This is an optimization exercise on Yosys and OpenROAD, whose aim is small area, not a production implementation. Function was checked by simulation only, so behaviour that the tests miss may differ from the original. No activity file was given, so power comes from the tool's default toggle rates.

--- design.v ---
package morphPkg;
    localparam int HCNT_W = 12;
    localparam int VCNT_W = 11;
    localparam int DEF_ACT_W = 320;
    localparam int DEF_ACT_H = 240;
    localparam int DEF_H_BLANK = 8;
    localparam int DEF_V_BLANK = 2;
    typedef enum logic [1:0] {
        OP_PASS   = 2'd0,
        OP_ERODE  = 2'd1,
        OP_DILATE = 2'd2
    } morphOp_e;
    typedef enum logic [1:0] {
        MODE_PASS  = 2'd0,
        MODE_OPEN  = 2'd1,
        MODE_CLOSE = 2'd2
    } pipeMode_e;
endpackage
`timescale 1ns/1ps
module videoTiming #(
    parameter int ACT_W   = morphPkg::DEF_ACT_W,
    parameter int ACT_H   = morphPkg::DEF_ACT_H,
    parameter int H_BLANK = morphPkg::DEF_H_BLANK,
    parameter int V_BLANK = morphPkg::DEF_V_BLANK
) (
    input  logic                        PCLK,
    input  logic                        reset_i,
    output logic [morphPkg::HCNT_W-1:0] hCnt_o,
    output logic [morphPkg::VCNT_W-1:0] vCnt_o,
    output logic                        active_o,
    output logic                        frameStart_o
);
    localparam logic [morphPkg::HCNT_W-1:0] H_LAST = morphPkg::HCNT_W'(ACT_W + H_BLANK - 1);
    localparam logic [morphPkg::VCNT_W-1:0] V_LAST = morphPkg::VCNT_W'(ACT_H + V_BLANK - 1);
    localparam logic [morphPkg::HCNT_W-1:0] H_ACT = morphPkg::HCNT_W'(ACT_W);
    localparam logic [morphPkg::VCNT_W-1:0] V_ACT = morphPkg::VCNT_W'(ACT_H);
    always_ff @(posedge PCLK) begin
        if (reset_i) begin
            hCnt_o <= '0;
            vCnt_o <= '0;
        end else if (hCnt_o == H_LAST) begin
            hCnt_o <= '0;
            if (vCnt_o == V_LAST) begin
                vCnt_o <= '0;
            end else begin
                vCnt_o <= vCnt_o + 1'b1;
            end
        end else begin
            hCnt_o <= hCnt_o + 1'b1;
        end
    end
    assign active_o     = (hCnt_o < H_ACT) && (vCnt_o < V_ACT);
    assign frameStart_o = (hCnt_o == '0) && (vCnt_o == '0);
endmodule
`timescale 1ns/1ps
module binarizer (
    input  logic                        PCLK,
    input  logic                        reset_i,
    input  logic [7:0]                  luma_i,
    input  logic [7:0]                  threshold_i,
    input  logic [morphPkg::HCNT_W-1:0] hCnt_i,
    input  logic [morphPkg::VCNT_W-1:0] vCnt_i,
    input  logic                        active_i,
    output logic                        bit_o,
    output logic [morphPkg::HCNT_W-1:0] hCnt_o,
    output logic [morphPkg::VCNT_W-1:0] vCnt_o,
    output logic                        valid_o
);
    always_ff @(posedge PCLK) begin
        if (reset_i) begin
            bit_o   <= 1'b0;
            valid_o <= 1'b0;
        end else begin
            bit_o   <= active_i && (luma_i >= threshold_i);
            valid_o <= active_i;
        end
    end
    always_ff @(posedge PCLK) begin
        hCnt_o <= hCnt_i;
        vCnt_o <= vCnt_i;
    end
endmodule
`timescale 1ns/1ps
module morphWindow #(
    parameter int ACT_W = morphPkg::DEF_ACT_W,
    parameter int ACT_H = morphPkg::DEF_ACT_H
) (
    input  logic                        PCLK,
    input  logic                        reset_i,
    input  logic                        bit_i,
    input  logic [morphPkg::HCNT_W-1:0] hCnt_i,
    input  logic [morphPkg::VCNT_W-1:0] vCnt_i,
    input  logic                        valid_i,
    output logic [8:0]                  win_o
);
    localparam int AW = (ACT_W > 1) ? $clog2(ACT_W) : 1;
    localparam logic [morphPkg::HCNT_W-1:0] H_ACT  = morphPkg::HCNT_W'(ACT_W);
    localparam logic [morphPkg::HCNT_W-1:0] H_END  = morphPkg::HCNT_W'(ACT_W - 1);
    localparam logic [morphPkg::VCNT_W-1:0] V_ONE  = morphPkg::VCNT_W'(1);
    localparam logic [morphPkg::VCNT_W-1:0] V_ACT  = morphPkg::VCNT_W'(ACT_H);
    localparam logic [morphPkg::VCNT_W-1:0] V_ACT1 = morphPkg::VCNT_W'(ACT_H + 1);
    logic lineBuf [3][ACT_W];
    logic [1:0]    rowIdx;
    logic [1:0]    curIdx;
    logic [1:0]    prevIdx;
    logic [1:0]    oldIdx;
    logic [AW-1:0] addr;
    logic          colIn;
    logic          rowOk1;
    logic          rowOk2;
    logic          newBit;
    logic          rdPrev;
    logic          rdOld;
    logic [1:0]    srCur;
    logic [1:0]    srPrev;
    logic [1:0]    srOld;
    assign curIdx = (vCnt_i == '0) ? 2'd0 : rowIdx;
    always_comb begin
        case (curIdx)
            2'd0:    begin prevIdx = 2'd2; oldIdx = 2'd1; end
            2'd1:    begin prevIdx = 2'd0; oldIdx = 2'd2; end
            default: begin prevIdx = 2'd1; oldIdx = 2'd0; end
        endcase
    end
    always_ff @(posedge PCLK) begin
        if (reset_i) begin
            rowIdx <= 2'd0;
        end else if (valid_i && (hCnt_i == H_END)) begin
            rowIdx <= (curIdx == 2'd2) ? 2'd0 : curIdx + 2'd1;
        end
    end
    assign addr = hCnt_i[AW-1:0];
    always_ff @(posedge PCLK) begin
        if (valid_i) begin
            lineBuf[curIdx][addr] <= bit_i;
        end
    end
    assign colIn  = hCnt_i < H_ACT;
    assign rowOk1 = (vCnt_i != '0) && (vCnt_i <= V_ACT);
    assign rowOk2 = (vCnt_i > V_ONE) && (vCnt_i <= V_ACT1);
    assign newBit = bit_i & valid_i;
    assign rdPrev = (colIn && rowOk1) ? lineBuf[prevIdx][addr] : 1'b0;
    assign rdOld  = (colIn && rowOk2) ? lineBuf[oldIdx][addr] : 1'b0;
    always_ff @(posedge PCLK) begin
        srCur  <= {srCur[0], newBit};
        srPrev <= {srPrev[0], rdPrev};
        srOld  <= {srOld[0], rdOld};
    end
    assign win_o = {rdOld,  srOld[0],  srOld[1],
                    rdPrev, srPrev[0], srPrev[1],
                    newBit, srCur[0],  srCur[1]};
endmodule
`timescale 1ns/1ps
module morphStage #(
    parameter int ACT_W = morphPkg::DEF_ACT_W,
    parameter int ACT_H = morphPkg::DEF_ACT_H
) (
    input  logic                        PCLK,
    input  logic                        reset_i,
    input  morphPkg::morphOp_e          op_i,
    input  logic                        bit_i,
    input  logic [morphPkg::HCNT_W-1:0] hCnt_i,
    input  logic [morphPkg::VCNT_W-1:0] vCnt_i,
    input  logic                        valid_i,
    output logic                        bit_o,
    output logic [morphPkg::HCNT_W-1:0] hCnt_o,
    output logic [morphPkg::VCNT_W-1:0] vCnt_o,
    output logic                        valid_o
);
    localparam logic [morphPkg::HCNT_W-1:0] H_ONE = morphPkg::HCNT_W'(1);
    localparam logic [morphPkg::HCNT_W-1:0] H_ACT = morphPkg::HCNT_W'(ACT_W);
    localparam logic [morphPkg::VCNT_W-1:0] V_ONE = morphPkg::VCNT_W'(1);
    localparam logic [morphPkg::VCNT_W-1:0] V_ACT = morphPkg::VCNT_W'(ACT_H);
    logic [8:0] win;
    logic       centreIn;
    logic       border;
    logic       result;
    morphWindow #(
        .ACT_W (ACT_W),
        .ACT_H (ACT_H)
    ) window (
        .PCLK    (PCLK),
        .reset_i (reset_i),
        .bit_i   (bit_i),
        .hCnt_i  (hCnt_i),
        .vCnt_i  (vCnt_i),
        .valid_i (valid_i),
        .win_o   (win)
    );
    assign centreIn = (hCnt_i >= H_ONE) && (hCnt_i <= H_ACT) &&
                      (vCnt_i >= V_ONE) && (vCnt_i <= V_ACT);
    assign border = (hCnt_i == H_ONE) || (hCnt_i == H_ACT) ||
                    (vCnt_i == V_ONE) || (vCnt_i == V_ACT);
    always_comb begin
        case (op_i)
            morphPkg::OP_ERODE:  result = (&win) & ~border;
            morphPkg::OP_DILATE: result = (|win) & ~border;
            default:   result = win[4];
        endcase
    end
    always_ff @(posedge PCLK) begin
        if (reset_i) begin
            bit_o   <= 1'b0;
            valid_o <= 1'b0;
        end else begin
            bit_o   <= centreIn & result;
            valid_o <= centreIn;
        end
    end
    always_ff @(posedge PCLK) begin
        hCnt_o <= hCnt_i - 1'b1;
        vCnt_o <= vCnt_i - 1'b1;
    end
endmodule
`timescale 1ns/1ps
module morphPipeline #(
    parameter int ACT_W   = morphPkg::DEF_ACT_W,
    parameter int ACT_H   = morphPkg::DEF_ACT_H,
    parameter int H_BLANK = morphPkg::DEF_H_BLANK,
    parameter int V_BLANK = morphPkg::DEF_V_BLANK
) (
    input  logic                        PCLK,
    input  logic                        reset_i,
    input  logic [7:0]                  luma_i,
    input  logic [7:0]                  threshold_i,
    input  morphPkg::pipeMode_e         mode_i,
    output logic [morphPkg::HCNT_W-1:0] hCnt_o,
    output logic [morphPkg::VCNT_W-1:0] vCnt_o,
    output logic                        pixel_o,
    output logic [morphPkg::HCNT_W-1:0] outHCnt_o,
    output logic [morphPkg::VCNT_W-1:0] outVCnt_o,
    output logic                        outValid_o
);
    logic              active;
    logic              frameStart;
    logic [7:0]        thrLatch;
    logic [7:0]        thrUse;
    morphPkg::pipeMode_e         modeLatch;
    morphPkg::morphOp_e          op1;
    morphPkg::morphOp_e          op2;
    logic              binBit;
    logic [morphPkg::HCNT_W-1:0] binHCnt;
    logic [morphPkg::VCNT_W-1:0] binVCnt;
    logic              binValid;
    logic              s1Bit;
    logic [morphPkg::HCNT_W-1:0] s1HCnt;
    logic [morphPkg::VCNT_W-1:0] s1VCnt;
    logic              s1Valid;
    videoTiming #(
        .ACT_W   (ACT_W),
        .ACT_H   (ACT_H),
        .H_BLANK (H_BLANK),
        .V_BLANK (V_BLANK)
    ) timing (
        .PCLK         (PCLK),
        .reset_i      (reset_i),
        .hCnt_o       (hCnt_o),
        .vCnt_o       (vCnt_o),
        .active_o     (active),
        .frameStart_o (frameStart)
    );
    always_ff @(posedge PCLK) begin
        if (reset_i) begin
            modeLatch <= morphPkg::MODE_PASS;
        end else if (frameStart) begin
            modeLatch <= mode_i;
        end
    end
    always_ff @(posedge PCLK) begin
        if (frameStart) begin
            thrLatch <= threshold_i;
        end
    end
    assign thrUse = frameStart ? threshold_i : thrLatch;
    always_comb begin
        case (modeLatch)
            morphPkg::MODE_OPEN: begin
                op1 = morphPkg::OP_ERODE;
                op2 = morphPkg::OP_DILATE;
            end
            morphPkg::MODE_CLOSE: begin
                op1 = morphPkg::OP_DILATE;
                op2 = morphPkg::OP_ERODE;
            end
            default: begin
                op1 = morphPkg::OP_PASS;
                op2 = morphPkg::OP_PASS;
            end
        endcase
    end
    binarizer binarize (
        .PCLK        (PCLK),
        .reset_i     (reset_i),
        .luma_i      (luma_i),
        .threshold_i (thrUse),
        .hCnt_i      (hCnt_o),
        .vCnt_i      (vCnt_o),
        .active_i    (active),
        .bit_o       (binBit),
        .hCnt_o      (binHCnt),
        .vCnt_o      (binVCnt),
        .valid_o     (binValid)
    );
    morphStage #(
        .ACT_W (ACT_W),
        .ACT_H (ACT_H)
    ) stage1 (
        .PCLK    (PCLK),
        .reset_i (reset_i),
        .op_i    (op1),
        .bit_i   (binBit),
        .hCnt_i  (binHCnt),
        .vCnt_i  (binVCnt),
        .valid_i (binValid),
        .bit_o   (s1Bit),
        .hCnt_o  (s1HCnt),
        .vCnt_o  (s1VCnt),
        .valid_o (s1Valid)
    );
    morphStage #(
        .ACT_W (ACT_W),
        .ACT_H (ACT_H)
    ) stage2 (
        .PCLK    (PCLK),
        .reset_i (reset_i),
        .op_i    (op2),
        .bit_i   (s1Bit),
        .hCnt_i  (s1HCnt),
        .vCnt_i  (s1VCnt),
        .valid_i (s1Valid),
        .bit_o   (pixel_o),
        .hCnt_o  (outHCnt_o),
        .vCnt_o  (outVCnt_o),
        .valid_o (outValid_o)
    );
endmodule
--- run.sh ---
#!/bin/bash
# synth_recipe.tcl (not shown) runs the flow's synth.tcl, then flattens the netlist and writes it again
# the make line also repeats each setting of config.mk as NAME=value (left out here)
make -C /OpenROAD-flow-scripts/flow DESIGN_CONFIG=/design/flow/config.mk WORK_HOME=/design/flow/orfs CLKGATE_MAP_FILE= SYNTH_SCRIPT=/design/flow/synth_recipe.tcl finish
--- config.mk ---
export PLATFORM = sky130hd
export DESIGN_NAME = morphPipeline
export DESIGN_NICKNAME = morphPipeline
export VERILOG_FILES = /design/flow/design.v
export SDC_FILE = /design/flow/constraint.sdc
export NUM_CORES = 4
export LEC_CHECK = 0
export CAP_MARGIN = 20
export CORE_MARGIN = 2
export CORE_UTILIZATION = 45
export SLEW_MARGIN = 20
--- constraint.sdc ---
create_clock -name core_clock -period 10.0 [get_ports {PCLK}]
set_input_delay 2.0000 -clock core_clock [delete_from_list [all_inputs] [get_ports {PCLK}]]
set_output_delay 2.0000 -clock core_clock [all_outputs]
set_load 0.01 [all_outputs]
==> flow_summary.yaml <==
power:
  seq_power_share: 0.514
  switchingPower_mw: 4.438
  ir_drop_mv: 0.1324
  switching_share: 0.2389
  p_int_mw: 14.14
  p_clk_frac: 0.405
  combPwrFrac: 0.081
  cellLeakagePower_nw: 33.21
  p_per_area_nw_per_um2: 187.7
clock_network:
  clk_pin_slew_worst_paths_ps: 60
  hold_buffers: 0
  h-tree-depth: 4
  cts_resized: 0
  cts_buffers: 206
  cts_tree: "yes"
  clk_latency_ps: 850
  clockRootBuffer: "clkbuf_16"
  clockBufferDepth: 3
  cts.sinks: 2044
  cts_setup_buffers: 0
timing:
  fin_crit_sh: 0.5234
  tightest_slew_ps: 1182
  final-hold-violation-count: 0
  rsz0062_at_grt: "no"
  setup_viol_count_final: 0
  slew_headroom: 0.2121
  max_freq_mhz: 191.1
  final.setup.tns_ps: 0
  skew_ps: 38.23
  min_period_ps: 5234
  drv_slew: 0
place:
  dp_hpwl_um: 140900
  postPlaceCellArea_um2: 92310
  io_buffers: 67
  place_congestion: 0.8243
logic_synthesis:
  netlist_area_um2: 89860
  synth-seq-cells: 2044
  synthCells: 6643
  ys_types: 101
  synthesis.nets: 6708
  seq_area_frac_synth: 0.6692
  ys.flop_type: "edfxtp_1"
  avgSynthCellArea_um2: 13.53
  yosysWarningCount: 5
  synth_edf_count: 1920
  synthArstFlopShare: 0
final_layout:
  postLayoutCoreUtil: 0.4974
  syn_to_final_growth_pct: 10.18
  mostFrequentLayoutCells: "nor2_1, edfxtp_1, mux2i_1"
  drive_gt1_frac: 0.1366
  fin_nets: 6539
  final_area_um2: 99010
  mostFrequentLayoutCell: "nor2_1"
global_routing:
  grt_pass1_vias: 54465
  busiest_layer: "met2"
  grt_max_degree: 277
  gr-usage-met1: 0.3310
  met2_usage: 0.4184
  track_usage: 0.2510
  grt-ovfl-total: 0
  use_met3: 0.03652
  grt_pass1_wl_um: 374600
  antenna_found_initial: 4
critical_path:
  arrival_ps: 5990
  r2r_end: "stage1.bit_o"
  cp-start-kind: "register"
  crit_type: "reg -> reg"
  end_kind: "register"
  cp.required_ps: 10750
  r2r_cells: 13
  rrSetupSlack_ps: 4770
  r2r-start: "binarize.hCnt_o[0]"
  path_max_fanout: 37
drt:
  final_antenna_net_count: 0
  vias_per_cell: 5.980
  drt-initial-drc-count: 7181
  drc: 0
  vias: 55610
  drt_pass1_iterations: 5
  totalWireLength_um: 258800
  wire_per_inst_um: 27.83
floorplanning:
  rows: 164
  boundaryPins: 68
  coreArea_um2: 199000
  die_width_um: 450.9
  dieArea_um2: 203300
  die_y_um: 450.9
  start_util: 0.4515
min_path:
  min_delay_worst_endpoint: "stage2.window.srOld[1]"
  hold_path.class: "reg -> reg"
  min_from: "stage2.window.srOld[0]"
  holdPathStages: 0
flow_run:
  drv_cap: 0
outcome:
  status: "complete, no violations"
-- metal layers --
layer / vias to the layer above / wire length, um
met4: 2 / 11060
li1: 23827 / -
met5: - / 16
met1: 28826 / 101900
met2: 2435 / 126900
met3: 520 / 18900
-- metrics by stage --
stage	hold WS (ps)	setup WS (ps)	power [mW]	std cells
2_1_floorplan	339.7	2020	10.73	6643
4_1_cts	367.6	4811	18.65	9290
5_1_grt	378.8	4545	19.07	9298
3_3_place_gp	350.4	4473	11.20	8911
3_5_place_dp	357.7	4850	11.22	8914
6_report	358.4	4766	18.58	9300
-- critical path: stages, from the launching register on --
cell and delay (ps):
dfxtp_4 790, buf_4 670, buf_4 740, mux4_1 410, o22ai_1 100, a2111oi_1 960, a32oi_1 240, nor2_1 170
nor4_1 90, o21ai_2 170, nand4_2 150, nor4_1 310, a211o_1 140, o311a_1 150
-- worst max-delay path by stage --
stage / from / endpoint / depth (start not counted)
after global routing: binarize.vCnt_o[0] / stage1.window.lineBuf[607] / 12
after global placement: binarize.vCnt_o[0] / stage1.window.lineBuf[462] / 12
after detailed placement: binarize.hCnt_o[0] / stage1.bit_o / 13
final: binarize.hCnt_o[0] / stage1.bit_o / 13
after floorplan: binarize.bit_o / stage1.window.lineBuf[0] / 0
after CTS: binarize.hCnt_o[0] / stage1.bit_o / 13
-- cell type report --
| type | count | area (um2) |
|---|---|---|
| clock inverters | 112 | 965.9 |
| repair buffers | 224 | 2051 |
| fillers | 17247 | 100000 |
| inverters | 47 | 176.4 |
| well taps | 2656 | 3323 |
| flip-flops and latches | 2044 | 60170 |
| multi-input cells | 3951 | 26830 |
| clock buffers | 264 | 5487 |
| diodes | 2 | 5.005 |
-- cells in the mapped netlist, types with 47 or more instances --
cell         n  area, um2
a22oi_1     97      728.2
buf_1       57      214.0
nor2_1    2072       7777
mux2i_1    365       3654
a21oi_1     75      375.4
nand2_1    257      964.7
clkbuf_1   386       1449
o22ai_1     75      469.2
edfxtp_1  1920      57660
nand3_1     47      235.2
dfxtp_1    124       2482
buf_2       64      320.3
mux4_2     270       6081
-- cell families after synthesis --
| family | share of synthesized area |
|---|---|
| simple gates | 0.1226 |
| fa+ha+maj | 0.006600 |
| flops | 0.6692 |
| xor+xnor | 0.007101 |
| compound gates | 0.03751 |
| buf+inv | 0.03743 |
| mux | 0.1195 |
-- power groups by stage --
| stage | combinational, mW | sequential [mW] | clock [mW] |
|---|---|---|---|
| after floorplan | 0.866 | 9.87 | 0 |
| after global placement | 1.47 | 9.73 | 0 |
| after detailed placement | 1.49 | 9.73 | 0 |
| after CTS | 1.49 | 9.55 | 7.61 |
| after global routing | 1.58 | 9.55 | 7.94 |
| final | 1.51 | 9.55 | 7.52 |
-- sequential cells by signal, summed over array words and instances (netlist names), 8 cells and up --
register / count
stage1.window.lineBuf: 960
stage2.window.lineBuf: 960
binarize.hCnt_o: 12
stage1.hCnt_o: 12
stage2.hCnt_o: 12
timing.hCnt_o: 12
binarize.vCnt_o: 11
stage1.vCnt_o: 11
stage2.vCnt_o: 11
timing.vCnt_o: 11
thrLatch: 8

==> port drivers added, routing unchanged <==
No port has a modelled driver above. Below, the same layout with a new extraction and two added sets of constraints. Step 1 (the two cells are an assumption about what drives the block):
set clk [get_ports {PCLK}]
set_driving_cell -lib_cell sky130_fd_sc_hd__clkbuf_16 $clk
set_driving_cell -lib_cell sky130_fd_sc_hd__buf_2 [delete_from_list [all_inputs] $clk]
Step 2 adds t to the input delays and takes it off the output delays; t is the mean of the earliest and latest rising clock arrival at the registers after step 1. Input paths then give back, and output paths get back, about the clock's delay inside the block. a / b / c = ideal / step 1 / step 2; a / b = the first two.
t (ns): 0.917
setup WS [ns]: 4.766 / 4.766 / 4.766
hold slack, ns: 0.358 / 0.358 / 0.358
pins driven straight from the clock port: 1
After both steps setup and hold are still met in this run. For this run, drivers alone change the setup slack by 0.000 ns; drivers and shift together by 0.000 ns.
